This design comes from an exercise in tuning for small area, a short achievable clock period and few clock cycles per item on the open sky130 flow, not from production work.
Only simulation tests tie the RTL to the original design; equivalence was not proved.

==> inputs of branch xenon <==
==> flow/design.v (excerpt) <==
module array_list_engine #(
   parameter int DEPTH = ale_pkg::DEPTH_DEF
) (
   input  logic                            clock,
   input  logic                            reset,
   input  logic                            req_tvalid,
   output logic                            req_tready,
   input  logic [ale_pkg::REQ_TDATA_W-1:0] req_tdata,
   input  logic [ale_pkg::REQ_TUSER_W-1:0] req_tuser,
   output logic                            rsp_tvalid,
   input  logic                            rsp_tready,
   output logic [ale_pkg::RSP_TDATA_W-1:0] rsp_tdata,
   output logic [ale_pkg::RSP_TUSER_W-1:0] rsp_tuser,
   input  logic                            csr_tvalid,
   output logic                            csr_tready,
   input  logic [ale_pkg::CSR_TDATA_W-1:0] csr_tdata
);
clock: 6.0 ns
lec_check: 0
cap_margin: 20
core_margin: 2
core_utilization: 40
slew_margin: 20
run.sh (not shown) runs the stock make flow with config.mk's settings and CLKGATE_MAP_FILE= SYNTH_SCRIPT=/design/flow/synth_recipe.tcl, a recipe that flattens the netlist after the stock synthesis.
==> branch pepper (differences from branch xenon) <==
--- a/flow/design.v
+++ b/flow/design.v
@@ -143,14 +143,17 @@
    logic                    rd_vld_ff, rd_vld_in;
    logic [AW-1:0]           rd_addr_ff, rd_addr_in;
    logic [ELEM_W-1:0]       rd_data_ff;
    logic [ELEM_W-1:0]       prev_ff, prev_in;
    logic [AW-1:0]           wr_addr_ff, wr_addr_in;
    logic signed [SUM_W-1:0] acc_ff, acc_in, acc_sum;
    logic signed [SUM_W-1:0] sum_ff, sum_in;
+   logic [ELEM_W-1:0]       mx_ff, mx_in, mn_ff, mn_in;
+   logic [CW-1:0]           mxc_ff, mxc_in, mnc_ff, mnc_in, scnt_ff, scnt_in;
+   logic                    mxv_ff, mxv_in, mnv_ff, mnv_in;
    logic [ELEM_W-1:0]       val_ff, val_in;
    ale_pkg::status_type              st_ff, st_in;
    logic                    rsp_vld_ff, rsp_vld_in;
    logic [RSP_TDATA_W-1:0]  rsp_data_ff, rsp_data_in;
    logic [RSP_TUSER_W-1:0]  rsp_user_ff, rsp_user_in;
    logic [ELEM_W-1:0]       mem_q [DEPTH];
    logic                    mem_we;
@@ -234,18 +237,25 @@
                dsp_st = ST_BADIDX;
             end else begin
                dsp_state = S_SCAN;
                dsp_first = idx_a;
                dsp_last  = idx_a;
             end
          end
-         REQ_MAX, REQ_MIN: begin
+         REQ_MAX: begin
             if (n_c == '0) begin
                dsp_st = ST_BADIDX;
-            end else begin
+            end else if (!mxv_ff) begin
+               dsp_state = S_SCAN;
+            end
+         end
+         REQ_MIN: begin
+            if (n_c == '0) begin
+               dsp_st = ST_BADIDX;
+            end else if (!mnv_ff) begin
                dsp_state = S_SCAN;
             end
          end
          REQ_AVERAGE: begin
             if (n_c == '0) begin
                dsp_st = ST_BADIDX;
             end else begin
@@ -311,14 +321,40 @@
             end
          end
          default: begin
             state_in = S_IDLE;
          end
       endcase
    end
+   task automatic trk_remove(input logic [ELEM_W-1:0] v);
+      if (mxv_in && (v == mx_in)) begin
+         if (mxc_in == CW'(1)) mxv_in = 1'b0;
+         mxc_in = CW'(mxc_in - 1'b1);
+      end
+      if (mnv_in && (v == mn_in)) begin
+         if (mnc_in == CW'(1)) mnv_in = 1'b0;
+         mnc_in = CW'(mnc_in - 1'b1);
+      end
+   endtask
+   task automatic trk_add(input logic [ELEM_W-1:0] x, input logic first);
+      if (first || ($signed(x) > $signed(mx_in)) || ((x == mx_in) && !mxv_in)) begin
+         mx_in  = x;
+         mxc_in = CW'(1);
+         mxv_in = 1'b1;
+      end else if (x == mx_in) begin
+         mxc_in = CW'(mxc_in + 1'b1);
+      end
+      if (first || ($signed(x) < $signed(mn_in)) || ((x == mn_in) && !mnv_in)) begin
+         mn_in  = x;
+         mnc_in = CW'(1);
+         mnv_in = 1'b1;
+      end else if (x == mn_in) begin
+         mnc_in = CW'(mnc_in + 1'b1);
+      end
+   endtask
    always_comb begin
       op_in       = op_ff;
       key_in      = key_ff;
       count_in    = count_ff;
       cap_in      = cap_ff;
       ptr_in      = ptr_ff;
       last_in     = last_ff;
@@ -333,14 +369,21 @@
       rsp_data_in = rsp_data_ff;
       rsp_user_in = rsp_user_ff;
       mem_we      = 1'b0;
       mem_wa      = rd_addr_ff;
       mem_wd      = rd_data_ff;
       div_start   = 1'b0;
       sum_in      = sum_ff;
+      mx_in       = mx_ff;
+      mxc_in      = mxc_ff;
+      mxv_in      = mxv_ff;
+      mn_in       = mn_ff;
+      mnc_in      = mnc_ff;
+      mnv_in      = mnv_ff;
+      scnt_in     = scnt_ff;
       rd_vld_in  = (state_ff == S_SCAN) && issue_ff;
       rd_addr_in = ptr_ff;
       if ((state_ff == S_SCAN) && issue_ff) begin
          if (ptr_ff == last_ff) begin
             issue_in = 1'b0;
          end else begin
             ptr_in = down_ff ? AW'(ptr_ff - 1'b1) : AW'(ptr_ff + 1'b1);
@@ -364,14 +407,20 @@
                last_in    = dsp_last;
                down_in    = req_op == REQ_INSERT;
                issue_in   = dsp_state == S_SCAN;
                wr_addr_in = dsp_waddr;
                if (req_op == REQ_SUM) begin
                   val_in = sum_ff[ELEM_W-1:0];
                end
+               if ((req_op == REQ_MAX) && (n_c != '0)) begin
+                  val_in = mx_ff;
+               end
+               if ((req_op == REQ_MIN) && (n_c != '0)) begin
+                  val_in = mn_ff;
+               end
                if ((req_op == REQ_AVERAGE) && (dsp_state == S_DIV)) begin
                   div_start = 1'b1;
                end
             end
          end
          S_SCAN: begin
             if (rd_vld_ff) begin
@@ -380,14 +429,15 @@
                      mem_we = 1'b1;
                      mem_wa = AW'(rd_addr_ff + 1'b1);
                   end
                   REQ_DELETE: begin
                      if (rd_addr_ff == wr_addr_ff) begin
                         val_in = rd_data_ff;
                         sum_in = sum_ff - SUM_W'($signed(rd_data_ff));
+                        trk_remove(rd_data_ff);
                      end else begin
                         mem_we = 1'b1;
                         mem_wa = AW'(rd_addr_ff - 1'b1);
                      end
                      if (rd_last) begin
                         count_in = CW'(count_ff - 1'b1);
                      end
@@ -406,23 +456,41 @@
                      end
                   end
                   REQ_GET: begin
                      val_in = rd_data_ff;
                   end
                   REQ_SET: begin
                      sum_in = sum_ff + SUM_W'($signed(key_ff)) - SUM_W'($signed(rd_data_ff));
+                     trk_remove(rd_data_ff);
+                     trk_add(key_ff, 1'b0);
                   end
                   REQ_MAX: begin
                      if ((rd_addr_ff == '0) || ($signed(rd_data_ff) > $signed(val_ff))) begin
-                        val_in = rd_data_ff;
+                        val_in  = rd_data_ff;
+                        scnt_in = CW'(1);
+                     end else if (rd_data_ff == val_ff) begin
+                        scnt_in = CW'(scnt_ff + 1'b1);
+                     end
+                     if (rd_last) begin
+                        mx_in  = val_in;
+                        mxc_in = scnt_in;
+                        mxv_in = 1'b1;
                      end
                   end
                   REQ_MIN: begin
                      if ((rd_addr_ff == '0) || ($signed(rd_data_ff) < $signed(val_ff))) begin
-                        val_in = rd_data_ff;
+                        val_in  = rd_data_ff;
+                        scnt_in = CW'(1);
+                     end else if (rd_data_ff == val_ff) begin
+                        scnt_in = CW'(scnt_ff + 1'b1);
+                     end
+                     if (rd_last) begin
+                        mn_in  = val_in;
+                        mnc_in = scnt_in;
+                        mnv_in = 1'b1;
                      end
                   end
                   REQ_SUM: begin
                      acc_in = acc_sum;
                      if (rd_last) begin
                         val_in = acc_sum[ELEM_W-1:0];
                      end
@@ -441,14 +509,15 @@
          S_TAIL: begin
             mem_we = 1'b1;
             mem_wa = wr_addr_ff;
             mem_wd = key_ff;
             if ((op_ff == REQ_APPEND) || (op_ff == REQ_INSERT)) begin
                count_in = CW'(count_ff + 1'b1);
                sum_in   = sum_ff + SUM_W'($signed(key_ff));
+               trk_add(key_ff, count_ff == '0);
             end
          end
          S_DIV: begin
             if (div_done) begin
                val_in = div_quo;
             end
          end
@@ -468,22 +537,26 @@
          state_ff   <= S_IDLE;
          count_ff   <= '0;
          cap_ff     <= CAP_RESET;
          issue_ff   <= 1'b0;
          rd_vld_ff  <= 1'b0;
          rsp_vld_ff <= 1'b0;
          sum_ff     <= '0;
+         mxv_ff     <= 1'b0;
+         mnv_ff     <= 1'b0;
       end else begin
          state_ff   <= state_in;
          count_ff   <= count_in;
          cap_ff     <= cap_in;
          issue_ff   <= issue_in;
          rd_vld_ff  <= rd_vld_in;
          rsp_vld_ff <= rsp_vld_in;
          sum_ff     <= sum_in;
+         mxv_ff     <= mxv_in;
+         mnv_ff     <= mnv_in;
       end
    end
    always_ff @(posedge clock) begin
       op_ff       <= op_in;
       key_ff      <= key_in;
       ptr_ff      <= ptr_in;
       last_ff     <= last_in;
@@ -492,14 +565,19 @@
       prev_ff     <= prev_in;
       wr_addr_ff  <= wr_addr_in;
       acc_ff      <= acc_in;
       val_ff      <= val_in;
       st_ff       <= st_in;
       rsp_data_ff <= rsp_data_in;
       rsp_user_ff <= rsp_user_in;
+      mx_ff       <= mx_in;
+      mxc_ff      <= mxc_in;
+      mn_ff       <= mn_in;
+      mnc_ff      <= mnc_in;
+      scnt_ff     <= scnt_in;
    end
    always_ff @(posedge clock) begin
       if (mem_we) begin
          mem_q[mem_wa] <= mem_wd;
       end
       rd_data_ff <= mem_q[ptr_ff];
    end
==> flow_summary.toml <==
[finish]
fin_cells = 10800
regArea_mm2 = 0.0733
multi_input_area_share_pct = 27.7
n_antenna_cell = 7

[power_and_ir_drop]
p_comb_share_pct = 10.1
p_int_uw = 30300
clock_net_power_uw = 16000

[placed_design]
dpl.cell_count = 10300

[detailed_routing]
drt_iter0_markers = 7055
m1WireLength_mm = 133

[status]
status = "finished clean"

[worst_setup_path]
r2r_end = "sum_ff[35]"
slowest_delay_ps = 420
reg2reg_setup_slack_ps = 330

[synthesis]
synth-xor-area-share_pct = 2.73
synth_compound_area_share_pct = 6.81
yosys.area.top_type_share_pct = 64.5
syn_inst = 6666

[sta]
layout_min_cycle_time_ps = 5670

[floorplan]
tapCellCount = 3589

[global_route]
met3_usage_pct = 2.86
[end of results for branch pepper]
==> flow_summary.toml <==
[status]
status = "finished clean"

[power_and_ir_drop]
p_int_uw = 29000
p_comb_share_pct = 10.0
clock_net_power_uw = 15000

[floorplan]
tapCellCount = 3348

[global_route]
met3_usage_pct = 3.59

[synthesis]
synth_compound_area_share_pct = 5.17
syn_inst = 5630
yosys.area.top_type_share_pct = 67.4
synth-xor-area-share_pct = 2.06

[detailed_routing]
m1WireLength_mm = 113
drt_iter0_markers = 5986

[finish]
n_antenna_cell = 3
fin_cells = 9478
multi_input_area_share_pct = 25.5
regArea_mm2 = 0.0707

[worst_setup_path]
slowest_delay_ps = 430
r2r_end = "sum_ff[38]"

[sta]
layout_min_cycle_time_ps = 5600
[end of results for branch xenon]
Testbench counts of branch xenon, summed over its fixed seeds: cycles 378,275, requests 16,000.
Testbench counts of branch pepper, summed over its fixed seeds: cycles 308,026, requests 16,000.

==> port drivers added, routing unchanged <==
No port has a modelled driver above. Below, the same layouts with a new extraction and two added sets of constraints. Step 1: set_driving_cell puts a clkbuf_16 on clock and a buf_2 on each other input, an assumption about the parent block. Step 2, shift: input delay + t, output delay - t, t = (earliest + latest rising clock arrival at the registers) / 2. This alone moves slack from input paths to output paths. Three values: ideal, step 1, step 2; two values: the first two.
| run | t (ns) | slack for setup (ns) | worst setup path at the end | latest minus earliest clock arrival (ns) | slew at the worst register clock pin (ns) |
|---|---|---|---|---|---|
| branch xenon | 0.945 | 0.397 / 0.397 / 0.397 | register to register | 0.105 / 0.104 | 0.07 / 0.07 |
| branch pepper | 0.938 | 0.330 / 0.330 / 0.330 | register to register | 0.099 / 0.099 | 0.07 / 0.07 |
After both steps setup and hold are still met in every run listed.
